What follows belongs to an exercise in optimizing a design on an open flow for small area, a short achievable clock period and few clock cycles; a production flow would make more cautious choices.
RTL that was checked went through simulation tests only; none was proved equivalent to the original.
No activity file was given, so power comes from the tool's default toggle rates.

## fft_stage_top
module fft_stage_top
(
	input logic clk,
	input logic reset,
	input logic start,
	input fft_pkg::level_t level,
	input logic load_en,
	input fft_pkg::addr_t load_addr,
	input fft_pkg::sample_t load_real,
	input fft_pkg::sample_t load_imag,
	input fft_pkg::addr_t rd_addr,
	output logic busy,
	output logic done,
	output fft_pkg::sample_t rd_real,
	output fft_pkg::sample_t rd_imag
);
	logic rs_run, rs_start, rs_valid, rs_last, rs_bypass, rs_swap;
	logic [2:0] rs_ri0, rs_ri1;
	fft_pkg::pair_t rs_k;
	logic [1:0] rs_start_sel;
	logic [31:0] rd0, rd1, x0_start, xs_start;
	logic bf_we, bf_last;
	logic [2:0] bf_wi0, bf_wi1;
	logic [31:0] bf_wd0, bf_wd1;
	logic we0, we1;
	logic [2:0] wi0, wi1;
	logic [31:0] wd0, wd1;
	logic load_par;
	pair_sequencer u_seq
	(
		.clk(clk), .reset(reset), .start(start), .level(level), .wr_last(bf_last),
		.busy(busy), .done(done), .rs_run(rs_run), .rs_start(rs_start), .rs_valid(rs_valid),
		.rs_last(rs_last), .rs_bypass(rs_bypass), .rs_ri0(rs_ri0), .rs_ri1(rs_ri1),
		.rs_swap(rs_swap), .rs_k(rs_k), .rs_start_sel(rs_start_sel)
	);
	butterfly u_bfly
	(
		.clk(clk), .reset(reset), .rs_start(rs_start), .rs_valid(rs_valid),
		.rs_last(rs_last), .rs_bypass(rs_bypass), .rs_ri0(rs_ri0), .rs_ri1(rs_ri1),
		.rs_swap(rs_swap), .rs_k(rs_k), .rs_level(rs_start_sel),
  ...
Settings: LEC_CHECK=0, CAP_MARGIN=20, CORE_MARGIN=2, CORE_UTILIZATION=50, SETUP_SLACK_MARGIN=5, SLEW_MARGIN=20, TNS_END_PERCENT=20; clock period 8.5 ns.
run.sh (not shown) runs the stock make flow with config.mk's settings and CLKGATE_MAP_FILE= SYNTH_SCRIPT=/design/flow/synth_recipe.tcl, a recipe that flattens the netlist after the stock synthesis.
Testbench counts at the start, summed over its fixed seeds: cycles 10,888.
Then changed:
Settings changed: CORE_UTILIZATION 50 to 60, CTS_BUF_LIST from default to sky130_fd_sc_hd__clkbuf_8, CTS_CLUSTER_SIZE from default to 20, TNS_END_PERCENT 20 to 5.
Effect:
- The new run completed with no timing, DRC or antenna violations
- combinational power shrinks by 4.8%
- sequential cell count does not change
- die area fell by 16%
- sequential power stays flat


## the baseline
Starting RTL as in the previous note.
make LEC_CHECK=0 CAP_MARGIN=20 CORE_MARGIN=2 CORE_UTILIZATION=65 CTS_BUF_LIST=sky130_fd_sc_hd__clkbuf_8 CTS_CLUSTER_SIZE=30 SETUP_SLACK_MARGIN=4.9 SLEW_MARGIN=20 TNS_END_PERCENT=5 finish   # period 8.5 ns
The baseline did not stop at any stage, and its layout met the timing, design-rule and antenna checks.
Testbench counts of the baseline, summed over its fixed seeds: cycles 10,888.
[inputs] the candidate vs the baseline
# the baseline
export LEC_CHECK = 0
export CAP_MARGIN = 20
export CORE_MARGIN = 2
export CORE_UTILIZATION = 65
export CTS_BUF_LIST = sky130_fd_sc_hd__clkbuf_8
export CTS_CLUSTER_SIZE = 30
export SETUP_SLACK_MARGIN = 4.9
export SLEW_MARGIN = 20
export TNS_END_PERCENT = 5
create_clock -name core_clock -period 8.5 [get_ports {clk}]
# the candidate
export LEC_CHECK = 0
export CAP_MARGIN = 20
export CORE_MARGIN = 2
export CORE_UTILIZATION = 50
export SETUP_SLACK_MARGIN = 5
export SLEW_MARGIN = 20
create_clock -name core_clock -period 8.5 [get_ports {clk}]
## What came out
The candidate: all stages complete, timing, DRC and antenna checks passed. Per the comparison of the candidate with the baseline, critical path depth climbed 4; sequential cell count barely changed; die width climbed about 14%; proportion of cell area occupied by registers dropped 2.7 points; power dissipated in sequential cells climbed about 0.8%. Against the baseline, the candidate reports a maximum number of pins on one net before global-route repair that is lower. The candidate vs. the baseline: total leakage power grew by 5.2%; total power density per cell area grew by about 1.3%; detailed-route via count held steady; routed wire length grew by 9.5 mm; die area grew by 30%.


zinc:
fft_stage_top, a different RTL version from the one above (not shown whole).
Size: roughly 4400 cells after synthesis, about 840 flip-flops, roughly 80 I/O pins, ~0.054 mm² of cells after synthesis.
==> flow/config.mk <==
export PLATFORM = sky130hd
export DESIGN_NAME = fft_stage_top
export DESIGN_NICKNAME = fft_stage_top
export VERILOG_FILES = /design/flow/design.v
export SDC_FILE = /design/flow/constraint.sdc
export NUM_CORES = 4
export LEC_CHECK = 0
export ABC_CLOCK_PERIOD_IN_PS = 3500
export CAP_MARGIN = 20
export CORE_MARGIN = 2
export CORE_UTILIZATION = 50
export SETUP_SLACK_MARGIN = 5
export SLEW_MARGIN = 20
==> flow/constraint.sdc <==
create_clock -name core_clock -period 8.5 [get_ports {clk}]
set_input_delay 1.7000 -clock core_clock [delete_from_list [all_inputs] [get_ports {clk}]]
set_output_delay 1.7000 -clock core_clock [all_outputs]
set_load 0.01 [all_outputs]
Relative to zinc, the following input files were edited for amber:
Settings: removing ABC_CLOCK_PERIOD_IN_PS (formerly 3500); changing SETUP_SLACK_MARGIN from 5 to 4.5.
### Flow results
Across amber and zinc, the outcome is the same: a clean finish for every run. STATUS hold slack: amber loses against zinc. Re share of the clock period used by the worst path after layout: amber and zinc aren't equal, and the lower value belongs to amber. Number of antenna violations at the first check in global routing (higher): zinc. Re utilization: amber and zinc aren't equal, and the lower value belongs to amber. Between amber and zinc, the difference in number of placed cells counting well taps is negligible. Final cell area: amber below zinc. Compared with zinc, amber shows sum of net half-perimeters after detailed placement that has gone down by a few percent. Highest fanout seen on the critical path: amber vs zinc identical. According to the power report, total power for amber is lower than for zinc.
No functional check of the RTL was part of any run of this note.


Another version of the RTL of fft_stage_top (not shown whole).
Size in the first run: roughly 3900 cells after synthesis, ~770 flip-flops, ~80 I/O pins, roughly 49000 um^2 of cells after synthesis.
export LEC_CHECK = 0
export CAP_MARGIN = 20
export CORE_MARGIN = 2
export CORE_UTILIZATION = 50
export SETUP_SLACK_MARGIN = 4.5
export SLEW_MARGIN = 20
create_clock -name core_clock -period 8.5 [get_ports {clk}]
The starting point completed without violations.
Edit:
- CORE_UTILIZATION: 50 -> 30
- SETUP_SLACK_MARGIN: 4.5 -> default
Result:
- global-route usage came out lower by 14 points
- wire length came out lower by about 9%
- final cell count increases by about 10%
- design area is lower by 11%
- worst setup slack gets worse by 1400 ps
No functional check of the RTL was part of any run of this note.


Setup of build 56:
RTL: one of the versions met above, not the one the previous note started from.
For scale: ~4700 cells after synthesis, ~960 flip-flops, about 80 I/O pins, about 54000 um2 of cells after synthesis.
==> flow/design.v (excerpt) <==
module fft_stage_top
(
	input logic clk,
	input logic reset,
	input logic start,
	input fft_pkg::level_t level,
	input logic load_en,
	input fft_pkg::addr_t load_addr,
	input fft_pkg::sample_t load_real,
	input fft_pkg::sample_t load_imag,
	input fft_pkg::addr_t rd_addr,
	output logic busy,
	output logic done,
	output fft_pkg::sample_t rd_real,
	output fft_pkg::sample_t rd_imag
);
	logic rs_run, rs_start, rs_valid, rs_last, rs_bypass, rs_swap;
	logic [2:0] rs_ri0, rs_ri1;
	fft_pkg::pair_t rs_k;
	logic [1:0] rs_start_sel;
	logic [31:0] rd0, rd1, x0_start, xs_start;
	logic bf_we, bf_last;
	logic [2:0] bf_wi0, bf_wi1;
	logic [31:0] bf_wd0, bf_wd1;
	logic we0, we1;
	logic [2:0] wi0, wi1;
	logic [31:0] wd0, wd1;
	logic load_par;
	pair_sequencer u_seq
	(
		.clk(clk), .reset(reset), .start(start), .level(level), .wr_last(bf_last),
		.busy(busy), .done(done), .rs_run(rs_run), .rs_start(rs_start), .rs_valid(rs_valid),
		.rs_last(rs_last), .rs_bypass(rs_bypass), .rs_ri0(rs_ri0), .rs_ri1(rs_ri1),
		.rs_swap(rs_swap), .rs_k(rs_k), .rs_start_sel(rs_start_sel)
	);
	butterfly u_bfly
	(
		.clk(clk), .reset(reset), .rs_start(rs_start), .rs_valid(rs_valid),
		.rs_last(rs_last), .rs_bypass(rs_bypass), .rs_ri0(rs_ri0), .rs_ri1(rs_ri1),
		.rs_swap(rs_swap), .rs_k(rs_k), .rs_level(rs_start_sel),
		.rd0(rd0), .rd1(rd1), .x0_start(x0_start), .xs_start(xs_start),
		.wr_valid(bf_we), .wr_last(bf_last),
		.wi0(bf_wi0), .wd0(bf_wd0), .wi1(bf_wi1), .wd1(bf_wd1)
	);
	assign load_par = ^load_addr;
	assign we0 = bf_we || (load_en && !load_par);
	assign we1 = bf_we || (load_en && load_par);
	assign wi0 = bf_we ? bf_wi0 : load_addr[2:0];
	assign wi1 = bf_we ? bf_wi1 : load_addr[2:0];
	assign wd0 = bf_we ? bf_wd0 : {load_real, load_imag};
	assign wd1 = bf_we ? bf_wd1 : {load_real, load_imag};
	sample_buffer u_buf
	(
		.clk(clk), .run(rs_run), .ri0(rs_ri0), .ri1(rs_ri1), .start_sel(rs_start_sel),
		.rd0(rd0), .rd1(rd1), .x0_start(x0_start), .xs_start(xs_start),
		.we0(we0), .wi0(wi0), .wd0(wd0), .we1(we1), .wi1(wi1), .wd1(wd1),
  ...
Settings: LEC_CHECK=0, CAP_MARGIN=20, CORE_MARGIN=2, CORE_UTILIZATION=50, CTS_BUF_LIST=sky130_fd_sc_hd__clkbuf_8, CTS_CLUSTER_SIZE=20, SETUP_SLACK_MARGIN=5, SLEW_MARGIN=20; clock period 8.5 ns.
Testbench counts of build 56, summed over its fixed seeds: cycles 10,888.
diff inputs: build 56 => build 60
# build 56
export LEC_CHECK = 0
export CAP_MARGIN = 20
export CORE_MARGIN = 2
export CORE_UTILIZATION = 50
export CTS_BUF_LIST = sky130_fd_sc_hd__clkbuf_8
export CTS_CLUSTER_SIZE = 20
export SETUP_SLACK_MARGIN = 5
export SLEW_MARGIN = 20
create_clock -name core_clock -period 8.5 [get_ports {clk}]
# build 60
export LEC_CHECK = 0
export CAP_MARGIN = 20
export CORE_MARGIN = 2
export CORE_UTILIZATION = 60
export CTS_BUF_LIST = sky130_fd_sc_hd__clkbuf_8
export CTS_CLUSTER_SIZE = 30
export SETUP_SLACK_MARGIN = 5
export SLEW_MARGIN = 20
export TNS_END_PERCENT = 5
create_clock -name core_clock -period 8.5 [get_ports {clk}]
[summary]
- Build 60: number of diodes is 1 lower than what build 56 reported.
- Summary of build 60 over build 56: post-DP HPWL fell 710 um; sequential group power fell about 0.6%.
- Proportion of layout cells with a drive suffix above 1, build 60 and build 56, higher one = build 56.
- Wire: build 60 routes less than build 56
Modified inputs, build 21 compared to build 60
# build 60
export LEC_CHECK = 0
export CAP_MARGIN = 20
export CORE_MARGIN = 2
export CORE_UTILIZATION = 60
export CTS_BUF_LIST = sky130_fd_sc_hd__clkbuf_8
export CTS_CLUSTER_SIZE = 30
export SETUP_SLACK_MARGIN = 5
export SLEW_MARGIN = 20
export TNS_END_PERCENT = 5
create_clock -name core_clock -period 8.5 [get_ports {clk}]
# build 21
export LEC_CHECK = 0
export ABC_AREA = 1
export CAP_MARGIN = 20
export CORE_MARGIN = 2
export CORE_UTILIZATION = 65
export CTS_BUF_LIST = sky130_fd_sc_hd__clkbuf_8
export CTS_CLUSTER_SIZE = 20
export SETUP_SLACK_MARGIN = 5
export SLEW_MARGIN = 20
export TNS_END_PERCENT = 5
create_clock -name core_clock -period 8.5 [get_ports {clk}]
[summary]
- Build 21 went all the way through synthesis, placement and routing and the layout is clean on timing, DRC and antenna.
- The run showing the smaller count of mapped cells out of synthesis is build 60.
- Required time at the worst-slack endpoint (higher): build 60
- Cells: build 21 has more instances than build 60
- The worst setup path startpoint comes out u_bfly.b_g_re[10] in one run and u_bfly.b_re_c[7] in the other, namely in build 60 and build 21 respectively.
- Build 21 against build 60; routed length per instance is down by more than 10%.
- Area of all placed cells without fillers: build 60 vs build 21, no meaningful difference
- Build 60 → build 21: aggregate routed wire length now larger, number of placed instances, taps included moved up, count of nets after finishing now larger, number of fillers in the final layout rose 74, die area went down.


fft_stage_top again, from the RTL that the note above started with.
==> flow/design.v (excerpt) <==
module fft_stage_top
(
	input logic clk,
	input logic reset,
	input logic start,
	input fft_pkg::level_t level,
	input logic load_en,
	input fft_pkg::addr_t load_addr,
	input fft_pkg::sample_t load_real,
	input fft_pkg::sample_t load_imag,
	input fft_pkg::addr_t rd_addr,
	output logic busy,
	output logic done,
	output fft_pkg::sample_t rd_real,
	output fft_pkg::sample_t rd_imag
);
	logic rs_run, rs_start, rs_valid, rs_last, rs_bypass, rs_swap;
	logic [2:0] rs_ri0, rs_ri1;
	fft_pkg::pair_t rs_k;
	logic [1:0] rs_start_sel;
	logic [31:0] rd0, rd1, x0_start, xs_start;
	logic bf_we, bf_last;
	logic [2:0] bf_wi0, bf_wi1;
	logic [31:0] bf_wd0, bf_wd1;
	logic we0, we1;
	logic [2:0] wi0, wi1;
	logic [31:0] wd0, wd1;
	logic load_par;
	pair_sequencer u_seq
	(
		.clk(clk), .reset(reset), .start(start), .level(level), .wr_last(bf_last),
		.busy(busy), .done(done), .rs_run(rs_run), .rs_start(rs_start), .rs_valid(rs_valid),
		.rs_last(rs_last), .rs_bypass(rs_bypass), .rs_ri0(rs_ri0), .rs_ri1(rs_ri1),
		.rs_swap(rs_swap), .rs_k(rs_k), .rs_start_sel(rs_start_sel)
	);
	butterfly u_bfly
	(
		.clk(clk), .reset(reset), .rs_start(rs_start), .rs_valid(rs_valid),
  ...
Settings: LEC_CHECK=0, CAP_MARGIN=20, CORE_MARGIN=2, CORE_UTILIZATION=55, CTS_BUF_LIST=sky130_fd_sc_hd__clkbuf_8, CTS_CLUSTER_SIZE=20, SETUP_SLACK_MARGIN=5, SLEW_MARGIN=20, TNS_END_PERCENT=5; clock period 8.5 ns.
Testbench counts at the start, summed over its fixed seeds: cycles 10,888.
Change:
CORE_UTILIZATION = 50   (was 55)
TNS_END_PERCENT = 20   (was 5)
The changed run finished clean.
Clock-buffer cell count is lower by 5.
Via count is lower by 0.55%.
Die area is higher by 9.9%.
Synthesized area does not change.
Design area is higher by 1.4%.
Total power is higher by 2.4%.
Global-route usage is lower by 3.8 points.
Change:
CORE_UTILIZATION = 65   (was 50)
TNS_END_PERCENT = 5   (was 20)
Synthesized cell count stays the same.
Die area shrinks by about 23%.
Sequential cell count is unchanged.

## re-timing with driven ports
Ports are ideal in the flow. The routed layouts listed here were re-timed in OpenROAD. Step 1 sets driving cells, clkbuf_16 on the clock port and buf_2 on the other inputs (assumed; they add their load-dependent delay and slew). Step 2 also shifts input and output timing later by t, the mid clock arrival at the registers, as if the neighbouring blocks saw the same clock. Three values: ideal, step 1, step 2; two values: the first two.
run | shift t [ns] | slack for setup (ns) | worst setup path at the end | slew at the worst register clock pin (ns)
the first run of note 1 | 0.772 | 4.802 / 4.802 / 4.177 | input to register | 0.07 / 0.07
the second run of note 1 | 0.964 | 4.858 / 4.858 / 3.979 | input to register | 0.07 / 0.07
the baseline | 0.901 | 4.707 / 4.707 / 3.919 | input to register | 0.07 / 0.07
the candidate | 0.774 | 4.795 / 4.795 / 4.200 | input to register | 0.07 / 0.07
zinc | 0.763 | 3.929 / 3.929 / 3.929 | register to register | 0.07 / 0.07
amber | 0.759 | 3.984 / 3.984 / 3.758 | input to register | 0.06 / 0.06
the first run of note 4 | 0.720 | 3.673 / 3.673 / 3.673 | register to register | 0.07 / 0.07
the second run of note 4 | 0.734 | 2.260 / 2.260 / 2.260 | register to register | 0.07 / 0.07
build 56 | 0.910 | 4.795 / 4.795 / 4.087 | input to register | 0.08 / 0.08
build 60 | 0.964 | 4.858 / 4.858 / 3.979 | input to register | 0.07 / 0.07
build 21 | 0.923 | 4.673 / 4.673 / 3.902 | input to register | 0.07 / 0.07
the first run of note 6 | 0.942 | 4.819 / 4.819 / 3.969 | input to register | 0.07 / 0.07
the second run of note 6 | 0.932 | 4.676 / 4.676 / 3.839 | input to register | 0.07 / 0.07
the third run of note 6 | 0.934 | 4.753 / 4.707 / 3.937 | input to register | 0.07 / 0.07
After both steps every run listed still meets setup and hold.
